From an optimization exercise on the open Yosys and OpenROAD flow, aimed at small area, a short achievable clock period and few clock cycles per item; shortcuts taken in it are not production practice. For this run, only the layout was checked, not whether the RTL still works. Power and IR drop assume default switching activity.

[flow/run.sh]
#!/bin/bash
set -euo pipefail
export BUFFER_PORTS_ARGS="-buffer_cell sky130_fd_sc_hd__buf_1"
export CTS_ARGS="-sink_clustering_enable -repair_clock_nets -buf_list sky130_fd_sc_hd__clkbuf_4 -dont_use_dummy_load"
bash standard.sh finish > standard.log 2>&1
[standard.sh]
#!/bin/bash
# synth_recipe.tcl (not shown) runs the flow's synth.tcl, then flattens the netlist and writes it again
# the make line also repeats each setting of config.mk as NAME=value (left out here)
make -C /OpenROAD-flow-scripts/flow DESIGN_CONFIG=/design/flow/config.mk WORK_HOME=/design/flow/orfs CLKGATE_MAP_FILE= SYNTH_SCRIPT=/design/flow/synth_recipe.tcl "${@:-finish}"
[config.mk]
export PLATFORM = sky130hd
export DESIGN_NAME = pe_top
export DESIGN_NICKNAME = pe_top
export VERILOG_FILES = /design/flow/design.v
export SDC_FILE = /design/flow/constraint.sdc
export NUM_CORES = 4
export LEC_CHECK = 0
export CAP_MARGIN = 20
export CORE_MARGIN = 2
export CORE_UTILIZATION = 40
export SETUP_SLACK_MARGIN = 4.0
export SLEW_MARGIN = 20
[constraint.sdc]
create_clock -name core_clock -period 7.0 [get_ports {clk}]
set_input_delay 1.4000 -clock core_clock [delete_from_list [all_inputs] [get_ports {clk}]]
set_output_delay 1.4000 -clock core_clock [all_outputs]
set_load 0.01 [all_outputs]
[design.v]
package pe_pkg;
    localparam int DATA_W = 16;
    localparam int CFG_W = 8;
    localparam int SPAD_DEPTH = 12;
    localparam int SPAD_AW = 4;
    localparam int IN_FIFO_DEPTH = 4;
    localparam int OUT_FIFO_DEPTH = 6;
endpackage
module booth_tree (
    input  logic [15:0] a,
    input  logic [7:0]  neg,
    input  logic [7:0]  one,
    input  logic [7:0]  two,
    input  logic [15:0] x,
    output logic [38:0] pv
);
    logic [16:0] a2;
    assign a2 = {a, 1'b0};
    logic [15:0] pp0;
    assign pp0 = (({16{one[0]}} & a[15:0]) | ({16{two[0]}} & a2[15:0])) ^ {16{neg[0]}};
    logic [13:0] pp1;
    assign pp1 = (({14{one[1]}} & a[13:0]) | ({14{two[1]}} & a2[13:0])) ^ {14{neg[1]}};
    logic [11:0] pp2;
    assign pp2 = (({12{one[2]}} & a[11:0]) | ({12{two[2]}} & a2[11:0])) ^ {12{neg[2]}};
    logic [9:0] pp3;
    assign pp3 = (({10{one[3]}} & a[9:0]) | ({10{two[3]}} & a2[9:0])) ^ {10{neg[3]}};
    logic [7:0] pp4;
    assign pp4 = (({8{one[4]}} & a[7:0]) | ({8{two[4]}} & a2[7:0])) ^ {8{neg[4]}};
    logic [5:0] pp5;
    assign pp5 = (({6{one[5]}} & a[5:0]) | ({6{two[5]}} & a2[5:0])) ^ {6{neg[5]}};
    logic [3:0] pp6;
    assign pp6 = (({4{one[6]}} & a[3:0]) | ({4{two[6]}} & a2[3:0])) ^ {4{neg[6]}};
    logic [1:0] pp7;
    assign pp7 = (({2{one[7]}} & a[1:0]) | ({2{two[7]}} & a2[1:0])) ^ {2{neg[7]}};
    wire t1, t2;
    mac_ha ht1 (.a(neg[0]), .b(x[0]), .s(t1), .co(t2));
    wire t3, t4;
    mac_ha ht3 (.a(x[1]), .b(t2), .s(t3), .co(t4));
    wire t5, t6;
    mac_fa ft5 (.a(neg[1]), .b(x[2]), .c(pp0[2]), .s(t5), .co(t6));
    wire t7, t8;
    mac_ha ht7 (.a(pp1[0]), .b(t4), .s(t7), .co(t8));
    wire t9, t10;
    mac_fa ft9 (.a(x[3]), .b(pp0[3]), .c(pp1[1]), .s(t9), .co(t10));
    wire t11, t12;
    mac_ha ht11 (.a(t6), .b(t8), .s(t11), .co(t12));
    wire t13, t14;
    mac_fa ft13 (.a(neg[2]), .b(x[4]), .c(pp0[4]), .s(t13), .co(t14));
    wire t15, t16;
    mac_fa ft15 (.a(pp1[2]), .b(pp2[0]), .c(t10), .s(t15), .co(t16));
    wire t17, t18;
    mac_ha ht17 (.a(t13), .b(t12), .s(t17), .co(t18));
    wire t19, t20;
    mac_fa ft19 (.a(x[5]), .b(pp0[5]), .c(pp1[3]), .s(t19), .co(t20));
    wire t21, t22;
    mac_fa ft21 (.a(pp2[1]), .b(t14), .c(t19), .s(t21), .co(t22));
    wire t23, t24;
    mac_ha ht23 (.a(t16), .b(t18), .s(t23), .co(t24));
    wire t25, t26;
    mac_fa ft25 (.a(neg[3]), .b(x[6]), .c(pp0[6]), .s(t25), .co(t26));
    wire t27, t28;
    mac_fa ft27 (.a(pp1[4]), .b(pp2[2]), .c(pp3[0]), .s(t27), .co(t28));
    wire t29, t30;
    mac_fa ft29 (.a(t20), .b(t25), .c(t27), .s(t29), .co(t30));
    wire t31, t32;
    mac_ha ht31 (.a(t22), .b(t29), .s(t31), .co(t32));
    wire t33, t34;
    mac_fa ft33 (.a(x[7]), .b(pp0[7]), .c(pp1[5]), .s(t33), .co(t34));
    wire t35, t36;
    mac_fa ft35 (.a(pp2[3]), .b(pp3[1]), .c(t26), .s(t35), .co(t36));
    wire t37, t38;
    mac_fa ft37 (.a(t28), .b(t33), .c(t30), .s(t37), .co(t38));
    wire t39, t40;
    mac_ha ht39 (.a(t35), .b(t32), .s(t39), .co(t40));
    wire t41, t42;
    mac_fa ft41 (.a(neg[4]), .b(x[8]), .c(pp0[8]), .s(t41), .co(t42));
    wire t43, t44;
    mac_fa ft43 (.a(pp1[6]), .b(pp2[4]), .c(pp3[2]), .s(t43), .co(t44));
    wire t45, t46;
    mac_fa ft45 (.a(pp4[0]), .b(t34), .c(t41), .s(t45), .co(t46));
    wire t47, t48;
    mac_fa ft47 (.a(t43), .b(t36), .c(t45), .s(t47), .co(t48));
    wire t49, t50;
    mac_fa ft49 (.a(x[9]), .b(pp0[9]), .c(pp1[7]), .s(t49), .co(t50));
    wire t51, t52;
    mac_fa ft51 (.a(pp2[5]), .b(pp3[3]), .c(pp4[1]), .s(t51), .co(t52));
    wire t53, t54;
    mac_fa ft53 (.a(t42), .b(t44), .c(t49), .s(t53), .co(t54));
    wire t55, t56;
    mac_fa ft55 (.a(t51), .b(t46), .c(t53), .s(t55), .co(t56));
    wire t57, t58;
    mac_fa ft57 (.a(neg[5]), .b(x[10]), .c(pp0[10]), .s(t57), .co(t58));
    wire t59, t60;
    mac_fa ft59 (.a(pp1[8]), .b(pp2[6]), .c(pp3[4]), .s(t59), .co(t60));
    wire t61, t62;
    mac_fa ft61 (.a(pp4[2]), .b(pp5[0]), .c(t50), .s(t61), .co(t62));
    wire t63, t64;
    mac_fa ft63 (.a(t52), .b(t57), .c(t59), .s(t63), .co(t64));
    wire t65, t66;
    mac_fa ft65 (.a(t54), .b(t61), .c(t63), .s(t65), .co(t66));
    wire t67, t68;
    mac_fa ft67 (.a(x[11]), .b(pp0[11]), .c(pp1[9]), .s(t67), .co(t68));
    wire t69, t70;
    mac_fa ft69 (.a(pp2[7]), .b(pp3[5]), .c(pp4[3]), .s(t69), .co(t70));
    wire t71, t72;
    mac_fa ft71 (.a(pp5[1]), .b(t58), .c(t60), .s(t71), .co(t72));
    wire t73, t74;
    mac_fa ft73 (.a(t67), .b(t69), .c(t62), .s(t73), .co(t74));
    wire t75, t76;
    mac_fa ft75 (.a(neg[6]), .b(x[12]), .c(pp0[12]), .s(t75), .co(t76));
    wire t77, t78;
    mac_fa ft77 (.a(pp1[10]), .b(pp2[8]), .c(pp3[6]), .s(t77), .co(t78));
    wire t79, t80;
    mac_fa ft79 (.a(pp4[4]), .b(pp5[2]), .c(pp6[0]), .s(t79), .co(t80));
    wire t81, t82;
    mac_fa ft81 (.a(t68), .b(t70), .c(t75), .s(t81), .co(t82));
    wire t83, t84;
    mac_fa ft83 (.a(t77), .b(t79), .c(t72), .s(t83), .co(t84));
    wire t85, t86;
    mac_ha ht85 (.a(t81), .b(t74), .s(t85), .co(t86));
    wire t87, t88;
    mac_fa ft87 (.a(x[13]), .b(pp0[13]), .c(pp1[11]), .s(t87), .co(t88));
    wire t89, t90;
    mac_fa ft89 (.a(pp2[9]), .b(pp3[7]), .c(pp4[5]), .s(t89), .co(t90));
    wire t91, t92;
    mac_fa ft91 (.a(pp5[3]), .b(pp6[1]), .c(t76), .s(t91), .co(t92));
    wire t93, t94;
    mac_fa ft93 (.a(t78), .b(t80), .c(t87), .s(t93), .co(t94));
    wire t95, t96;
    mac_fa ft95 (.a(t89), .b(t82), .c(t91), .s(t95), .co(t96));
    wire t97, t98;
    mac_fa ft97 (.a(neg[7]), .b(x[14]), .c(pp0[14]), .s(t97), .co(t98));
    wire t99, t100;
    mac_fa ft99 (.a(pp1[12]), .b(pp2[10]), .c(pp3[8]), .s(t99), .co(t100));
    wire t101, t102;
    mac_fa ft101 (.a(pp4[6]), .b(pp5[4]), .c(pp6[2]), .s(t101), .co(t102));
    wire t103, t104;
    mac_fa ft103 (.a(pp7[0]), .b(t88), .c(t90), .s(t103), .co(t104));
    wire t105, t106;
    mac_fa ft105 (.a(t97), .b(t99), .c(t101), .s(t105), .co(t106));
    wire t107, t108;
    mac_fa ft107 (.a(t92), .b(t94), .c(t103), .s(t107), .co(t108));
    wire t109 = x[15] ^ pp0[15] ^ pp1[13] ^ pp2[11] ^ pp3[9] ^ pp4[7] ^ pp5[5] ^ pp6[3] ^ pp7[1];
    wire t110 = t98 ^ t100 ^ t102 ^ t104 ^ t106;
    assign pv[0] = pp0[0];
    assign pv[1] = t1;
    assign pv[2] = pp0[1];
    assign pv[3] = t3;
    assign pv[4] = t5;
    assign pv[5] = t7;
    assign pv[6] = t9;
    assign pv[7] = t11;
    assign pv[8] = t15;
    assign pv[9] = t17;
    assign pv[10] = t21;
    assign pv[11] = t23;
    assign pv[12] = t24;
    assign pv[13] = t31;
    assign pv[14] = t37;
    assign pv[15] = t39;
    assign pv[16] = t38;
    assign pv[17] = t40;
    assign pv[18] = t47;
    assign pv[19] = t48;
    assign pv[20] = t55;
    assign pv[21] = t56;
    assign pv[22] = t65;
    assign pv[23] = t64;
    assign pv[24] = t71;
    assign pv[25] = t73;
    assign pv[26] = t66;
    assign pv[27] = t83;
    assign pv[28] = t85;
    assign pv[29] = t93;
    assign pv[30] = t84;
    assign pv[31] = t95;
    assign pv[32] = t86;
    assign pv[33] = t105;
    assign pv[34] = t96;
    assign pv[35] = t107;
    assign pv[36] = t109;
    assign pv[37] = t108;
    assign pv[38] = t110;
endmodule
module acc_tree (
    input  logic [15:0] acc,
    input  logic [38:0] pv,
    output logic [15:0] s,
    output logic [15:0] c
);
    wire u111, u112;
    mac_ha hu111 (.a(acc[0]), .b(pv[0]), .s(u111), .co(u112));
    wire u113, u114;
    mac_fa fu113 (.a(acc[1]), .b(pv[2]), .c(pv[3]), .s(u113), .co(u114));
    wire u115, u116;
    mac_fa fu115 (.a(acc[2]), .b(pv[4]), .c(pv[5]), .s(u115), .co(u116));
    wire u117, u118;
    mac_fa fu117 (.a(acc[3]), .b(pv[6]), .c(pv[7]), .s(u117), .co(u118));
    wire u119, u120;
    mac_fa fu119 (.a(acc[4]), .b(pv[8]), .c(pv[9]), .s(u119), .co(u120));
    wire u121, u122;
    mac_fa fu121 (.a(acc[5]), .b(pv[10]), .c(pv[11]), .s(u121), .co(u122));
    wire u123, u124;
    mac_fa fu123 (.a(acc[6]), .b(pv[12]), .c(pv[13]), .s(u123), .co(u124));
    wire u125, u126;
    mac_fa fu125 (.a(acc[7]), .b(pv[14]), .c(pv[15]), .s(u125), .co(u126));
    wire u127, u128;
    mac_fa fu127 (.a(acc[8]), .b(pv[16]), .c(pv[17]), .s(u127), .co(u128));
    wire u129, u130;
    mac_ha hu129 (.a(pv[18]), .b(u126), .s(u129), .co(u130));
    wire u131, u132;
    mac_fa fu131 (.a(acc[9]), .b(pv[19]), .c(pv[20]), .s(u131), .co(u132));
    wire u133, u134;
    mac_ha hu133 (.a(u128), .b(u131), .s(u133), .co(u134));
    wire u135, u136;
    mac_fa fu135 (.a(acc[10]), .b(pv[21]), .c(pv[22]), .s(u135), .co(u136));
    wire u137, u138;
    mac_ha hu137 (.a(u132), .b(u135), .s(u137), .co(u138));
    wire u139, u140;
    mac_fa fu139 (.a(acc[11]), .b(pv[23]), .c(pv[24]), .s(u139), .co(u140));
    wire u141, u142;
    mac_fa fu141 (.a(pv[25]), .b(pv[26]), .c(u136), .s(u141), .co(u142));
    wire u143, u144;
    mac_ha hu143 (.a(u139), .b(u138), .s(u143), .co(u144));
    wire u145, u146;
    mac_fa fu145 (.a(acc[12]), .b(pv[27]), .c(pv[28]), .s(u145), .co(u146));
    wire u147, u148;
    mac_fa fu147 (.a(u140), .b(u145), .c(u142), .s(u147), .co(u148));
    wire u149, u150;
    mac_fa fu149 (.a(acc[13]), .b(pv[29]), .c(pv[30]), .s(u149), .co(u150));
    wire u151, u152;
    mac_fa fu151 (.a(pv[31]), .b(pv[32]), .c(u146), .s(u151), .co(u152));
    wire u153, u154;
    mac_ha hu153 (.a(u149), .b(u151), .s(u153), .co(u154));
    wire u155, u156;
    mac_fa fu155 (.a(acc[14]), .b(pv[33]), .c(pv[34]), .s(u155), .co(u156));
    wire u157, u158;
    mac_fa fu157 (.a(pv[35]), .b(u150), .c(u155), .s(u157), .co(u158));
    wire u159, u160;
    mac_ha hu159 (.a(u152), .b(u157), .s(u159), .co(u160));
    wire u161 = acc[15] ^ pv[36];
    wire u162 = pv[37] ^ pv[38];
    wire u163 = u161 ^ u162;
    wire u164 = u163 ^ u156;
    wire u165 = u164 ^ u158;
    assign s[0] = pv[1];
    assign c[0] = u111;
    assign s[1] = u112;
    assign c[1] = u113;
    assign s[2] = u114;
    assign c[2] = u115;
    assign s[3] = u116;
    assign c[3] = u117;
    assign s[4] = u118;
    assign c[4] = u119;
    assign s[5] = u120;
    assign c[5] = u121;
    assign s[6] = u122;
    assign c[6] = u123;
    assign s[7] = u124;
    assign c[7] = u125;
    assign s[8] = u127;
    assign c[8] = u129;
    assign s[9] = u130;
    assign c[9] = u133;
    assign s[10] = u134;
    assign c[10] = u137;
    assign s[11] = u141;
    assign c[11] = u143;
    assign s[12] = u144;
    assign c[12] = u147;
    assign s[13] = u153;
    assign c[13] = u148;
    assign s[14] = u154;
    assign c[14] = u159;
    assign s[15] = u165;
    assign c[15] = u160;
endmodule
module mac_fa (input logic a, input logic b, input logic c, output logic s, output logic co);
    assign s  = a ^ b ^ c;
    assign co = (a & b) | (a & c) | (b & c);
endmodule
module mac_ha (input logic a, input logic b, output logic s, output logic co);
    assign s  = a ^ b;
    assign co = a & b;
endmodule
module mac_core (
    input  logic        clk,
    input  logic [15:0] a,
    input  logic [7:0]  neg,
    input  logic [7:0]  one,
    input  logic [7:0]  two,
    input  logic [15:0] x,
    input  logic [15:0] acc,
    output logic [15:0] s,
    output logic [15:0] c
);
    logic [38:0] pv, pv_r;
    booth_tree t1 (.a(a), .neg(neg), .one(one), .two(two), .x(x), .pv(pv));
    always_ff @(posedge clk)
        pv_r <= pv;
    acc_tree t2 (.acc(acc), .pv(pv_r), .s(s), .c(c));
endmodule
module pe_top (
    input  logic                      clk,
    input  logic                      rstn,
    input  logic [pe_pkg::CFG_W-1:0]  filter_size,
    input  logic                      iact_write_en,
    input  logic [pe_pkg::DATA_W-1:0] data_iact_in,
    output logic                      iact_ready,
    input  logic                      weight_write_en,
    input  logic [pe_pkg::DATA_W-1:0] data_weight_in,
    output logic                      weight_ready,
    input  logic                      psum_write_en,
    input  logic [pe_pkg::DATA_W-1:0] data_psum_in,
    output logic                      psum_ready,
    input  logic                      psum_read_en,
    output logic [pe_pkg::DATA_W-1:0] data_psum_out,
    output logic                      psum_out_valid
);
    logic [15:0] a_r, p_r;
    logic [7:0]  neg_r, one_r, two_r;    
    logic        va, vb, vp;
    logic [16:0] w_ext;
    logic [7:0]  w_neg, w_one, w_two;
    assign w_ext = {data_weight_in, 1'b0};
    always_comb begin
        for (int k = 0; k < 8; k++) begin
            w_neg[k] = w_ext[2*k+2];
            w_one[k] = w_ext[2*k+1] ^ w_ext[2*k];
            w_two[k] = (w_ext[2*k+2] & ~w_ext[2*k+1] & ~w_ext[2*k])
                     | (~w_ext[2*k+2] & w_ext[2*k+1] & w_ext[2*k]);
        end
    end
    logic        first_r;      
    logic [3:0]  rem;          
    logic        last_r;       
    logic        v2;           
    logic        first2;       
    logic        last2;        
    logic        out_v;        
    logic        en_r;         
    logic        prdy_r;       
    logic        rdy_a_r;      
    logic        rdy_b_r;      
    logic        rst_q;        
    logic        fire;
    assign fire   = va && vb && en_r;
    assign iact_ready   = rdy_a_r;
    assign weight_ready = rdy_b_r;
    assign psum_ready   = prdy_r;
    always_ff @(posedge clk) begin
        if (iact_ready)   a_r <= data_iact_in;
        if (weight_ready) begin
            neg_r <= w_neg;
            one_r <= w_one;
            two_r <= w_two;
        end
        if (psum_ready)   p_r <= data_psum_in;
    end
    logic        va_n, vb_n, vp_n, first_n, last_n, out_v_n, en_n;
    logic [3:0]  rem_n;
    logic [3:0]  fs_m1;
    assign fs_m1   = filter_size[3:0] - 4'd1;
    assign va_n    = iact_ready   ? iact_write_en   : va;
    assign vb_n    = weight_ready ? weight_write_en : vb;
    assign vp_n    = psum_ready   ? psum_write_en   : vp;
    assign first_n = fire ? last_r : first_r;
    assign rem_n   = first_n ? fs_m1 : (fire ? rem - 4'd1 : rem);
    assign last_n  = first_n ? (filter_size[3:0] == 4'd1)
                             : (rem == (fire ? 4'd1 : 4'd0));
    assign out_v_n = (v2 && last2) || (out_v && !psum_read_en);
    assign en_n    = (!first_n || (vp_n && !(fire && first_r)))
                     && (!last_n || (!out_v_n && !(fire && last_r)));
    always_ff @(posedge clk) begin
        if (!rstn) begin
            va      <= 1'b0;
            vb      <= 1'b0;
            vp      <= 1'b0;
            first_r <= 1'b1;
            v2      <= 1'b0;
            out_v   <= 1'b0;
            en_r    <= 1'b0;
            prdy_r  <= 1'b1;
            rdy_a_r <= 1'b1;
            rdy_b_r <= 1'b1;
        end else begin
            va      <= va_n;
            vb      <= vb_n;
            vp      <= vp_n;
            first_r <= first_n;
            v2      <= fire;
            out_v   <= out_v_n;
            en_r    <= en_n;
            prdy_r  <= !vp_n || (fire && first_r);
            rdy_a_r <= !va_n || (vb_n && en_n);
            rdy_b_r <= !vb_n || (va_n && en_n);
        end
    end
    always_ff @(posedge clk) begin
        rst_q  <= !rstn;
        rem    <= rem_n;
        last_r <= last_n;
    end
    logic [15:0] acc, out_r;
    logic [15:0] sum;
    logic [15:0] acc_s, acc_c;
    mac_core mac (
        .clk (clk),
        .a   (a_r),
        .neg (neg_r),
        .one (one_r),
        .two (two_r),
        .x   (first_r ? p_r : 16'd0),
        .acc (acc),
        .s   (acc_s),
        .c   (acc_c)
    );
    always_ff @(posedge clk) begin
        if (fire) begin
            first2 <= first_r;
            last2  <= last_r;
        end
    end
    assign sum = acc_s + acc_c;
    always_ff @(posedge clk) begin
        if (rst_q || (v2 && last2))
            acc <= '0;
        else if (v2)
            acc <= sum;
        if (v2 && last2)
            out_r <= sum;
    end
    assign psum_out_valid = out_v;
    assign data_psum_out  = out_r;
endmodule
==> run notes <==
==> synthesized netlist by cell type (2+ instances only) <==
master	instances	area (um^2)
nand4_1	4	25.0
o21ai_0	22	110
a21oi_1	16	80.1
nor2b_1	5	31.3
a31oi_1	2	12.5
nand3b_1	7	52.6
nand2_1	34	128
nand2b_1	9	56.3
xnor2_1	82	718
edfxtp_1	77	2310
a21o_1	3	22.5
dfxtp_1	67	1340
clkbuf_1	24	90.1
a21oi_2	2	17.5
o22ai_1	2	12.5
nor3_1	4	20.0
fa_1	64	1280
nor3b_1	2	15.0
nor2_1	33	124
mux2i_1	13	130
and2_1	14	87.6
a22o_1	2	17.5
buf_2	6	30.0
ha_1	34	425
inv_1	73	274
nand3_1	8	40.0
xor2_1	32	280
buf_1	3	11.3
a22oi_1	64	480
a211o_1	3	26.3
==> power by group <==
| group | internal [W] | leakage [nW] | switching (W) |
|---|---|---|---|
| logic | 0.000964 | 2.17 | 0.00118 |
| registers | 0.00115 | 1.34 | 0.000119 |
| clock network | 0.000111 | 0.0782 | 0.000246 |
==> routing by layer <==
metal / GRT usage [%] / share of wire [%] / wire length [um]
met1: 20.7 / 46 / 7530
met2: 27.8 / 49 / 8080
met3: 3.74 / 3.5 / 573
met4: 4.05 / 1.1 / 176
met5: 0 / 0 / 0
==> timing repair <==
item,4_1_cts,5_1_grt
resized for setup,6,8
endpoints found under the setup margin,5,10
pin swaps,1,7
buffers inserted,0,5
==> area by class of cell <==
type | count | share of cell area (%)
diodes | 1 | 0.0274
clock buffers | 17 | 1.40
multi-input cells | 475 | 47.7
repair buffers | 86 | 4.05
inverters | 74 | 3.04
well taps | 270 | 3.70
flip-flops and latches | 144 | 40.1
==> final timing paths <==
| kind | start | end | cells after the start |
|---|---|---|---|
| hold / removal | acc[11] | acc[11] | 1 |
| setup reg to reg | mac.pv_r[22] | out_r[15] | 11 |
| hold reg to reg | acc[11] | acc[11] | 1 |
| setup / recovery | mac.pv_r[22] | out_r[15] | 11 |
==> flip-flops by register name, summed over array words and instances, names as in the netlist, 4 cells and up <==
name and cells:
out_r 16, mac.pv_r 39, one_r 8, rem 4, a_r 16, neg_r 8
acc 16, p_r 16, two_r 8
==> placed cells by master, fill, tap and decap left out, drive strengths merged, types with 3 or more instances in the layout <==
cell type / instances
xnor2: 82
ha: 34
dfxtp: 67
inv: 73
a21o: 3
mux2i: 13
xor2: 32
edfxtp: 77
a22oi: 64
fa: 64
nand2: 34
nor2: 33
a211o: 3
nand3b: 7
clkbuf: 17
nand2b: 9
a21oi: 18
o21ai: 22
nor2b: 5
nor3: 5
nand3: 8
and2: 14
nand4: 4
buf: 86
==> stage by stage <==
stage,utilization (%),std cells
6_report,44.8,1067
5_1_grt,44.8,1067
4_1_cts,44.4,1061
3_5_place_dp,43.7,1044
3_3_place_gp,43.7,1044
2_1_floorplan,-,726
==> worst max-delay path: stages, from the launching register on <==
cell,delay (ns)
dfxtp_2,0.35
fa_2,0.20
inv_2,0.04
fa_2,0.33
fa_1,0.53
inv_2,0.05
ha_4,0.23
and4_1,0.17
a211o_1,0.27
a31o_1,0.28
nor2_1,0.14
xnor2_1,0.07
==> logic make-up (layout without fill, tap and decap cells) <==
kind of cell | count (synthesis) | in the layout | share of synthesized area (%)
AO/OA/AOI/OAI | 122 | 122 | 9.89
XOR/XNOR | 114 | 114 | 11.9
adder cells (fa/ha/maj) | 98 | 98 | 20.4
buffers and inverters | 107 | 177 | 4.88
flip-flops | 144 | 144 | 43.6
multiplexers | 13 | 13 | 1.55
other | 0 | 1 | 0
AND/OR/NAND/NOR | 128 | 128 | 7.77
==> impl_metrics.json <==
{
  "status": "timing/DRC/antenna clean",
  "overflow": 0,
  "fin_setup_tns_ns": 0,
  "fmax_ghz": 0.344,
  "powerDensity_mw_per_mm2": 413,
  "drcViolationCount": 0,
  "synth_cells": 726,
  "fillerInstances": 1928,
  "min_path_type": "reg -> reg",
  "port_buffers": 77,
  "multi_input_area_mm2": 0.00435,
  "drt_wl_total_um": 16400,
  "hold_violations": 0,
  "numCtsBuffers": 17,
  "synthArstFlopShare_pct": 0,
  "path_max_fanout": 6,
  "row_count": 52,
  "regArea_mm2": 0.00366,
  "finalInstanceArea_mm2": 0.00912,
  "synth-main-ff-cell": "edfxtp_1",
  "grt_usage_pct": 16.1,
  "grt_pass1_vias": 5488,
  "worstSkewPairLatency_ns": 0.55,
  "io_pins": 82,
  "core-area_mm2": 0.0204,
  "finalPower_w": 0.00376,
  "initial_core_util_pct": 41.1,
  "cts.htree.levels": 4,
  "maxCapViolCount": 0,
  "die_x_um": 149,
  "die-height_um": 149,
  "rsz0062_at_grt": "no",
  "wire_per_inst_um": 15.3,
  "reg2reg_slack_ns": 4.09,
  "clkTransAtPathRegs_ns": 0.11,
  "post-place-ws_ns": 3.86,
  "setup_viol": 0,
  "hold_buffers": 0,
  "setup_slack_ns": 4.09,
  "drt-pass1-iter-count": 5,
  "timing.final.crit_share_pct": 41.5,
  "antenna_found_initial": 1,
  "place_area_mm2": 0.00890,
  "ant_nets": 0,
  "drt_iter0_markers": 278,
  "syn_avg_cell_area_um2": 11.5,
  "fin_crit_ns": 2.91,
  "seq_area_frac_synth_pct": 43.6,
  "slew_violations": 0,
  "drive_gt1_share_pct": 5.40,
  "cts_tree": "done",
  "avgViaCountPerCell": 4.92,
  "path_class": "reg -> reg",
  "endpoint_kind": "flip-flop",
  "cts.sinks": 144,
  "cts_buffer_depth": 2,
  "ys_ff_latch": 144,
  "synth_cell_type_count": 45,
  "final_nets": 958,
  "vias": 5246,
  "finClkSkew_ns": 0.0408,
  "post-dp-hpwl_um": 12600,
  "startpoint_type": "flip-flop",
  "area_growth_pct": 8.90,
  "slew_headroom_pct": 44.8,
  "grt_pass1_wl_um": 27500,
  "power.leakage_nw": 3.59,
  "grt_max_degree": 26,
  "finalWeightedCongestion": 0.841,
  "tightest_slew_ns": 0.827,
  "cp_data_required_time_ns": 7.30,
  "hold_slack_ns": 0.498,
  "crit_arrival_ns": 3.21,
  "cts_root_buf": "clkbuf_4",
  "ys_warn_count": 2,
  "postSynthNetCount": 886,
  "dieArea_mm2": 0.0221,
  "synth_edf_count": 77,
  "syn_area_mm2": 0.00838,
  "peakVddDrop_mv": 0.223
}

-- separate check: timing with driven ports --
Ports are ideal in the flow. The routed layout listed here was re-timed in OpenROAD. Step 1 sets driving cells, clkbuf_16 on the clock port and buf_2 on the other inputs (assumed; they add their load-dependent delay and slew). Step 2, shift: input delay + t, output delay - t, t = (earliest + latest rising clock arrival at the registers) / 2. This alone moves slack from input paths to output paths. Three values: no drivers, after step 1, after step 2; two values: the first two.
t, ns: 0.568
setup WS [ns]: 4.093 / 4.093 / 3.946
slew at the worst register clock pin (ns): 0.12 / 0.12
worst data-port slew with drivers (ns): 0.03
cell pins on the clock port's net: 1
After both steps this run still meets setup and hold. The setup slack of this run moves by 0.000 ns with the drivers and by -0.147 ns with both steps.
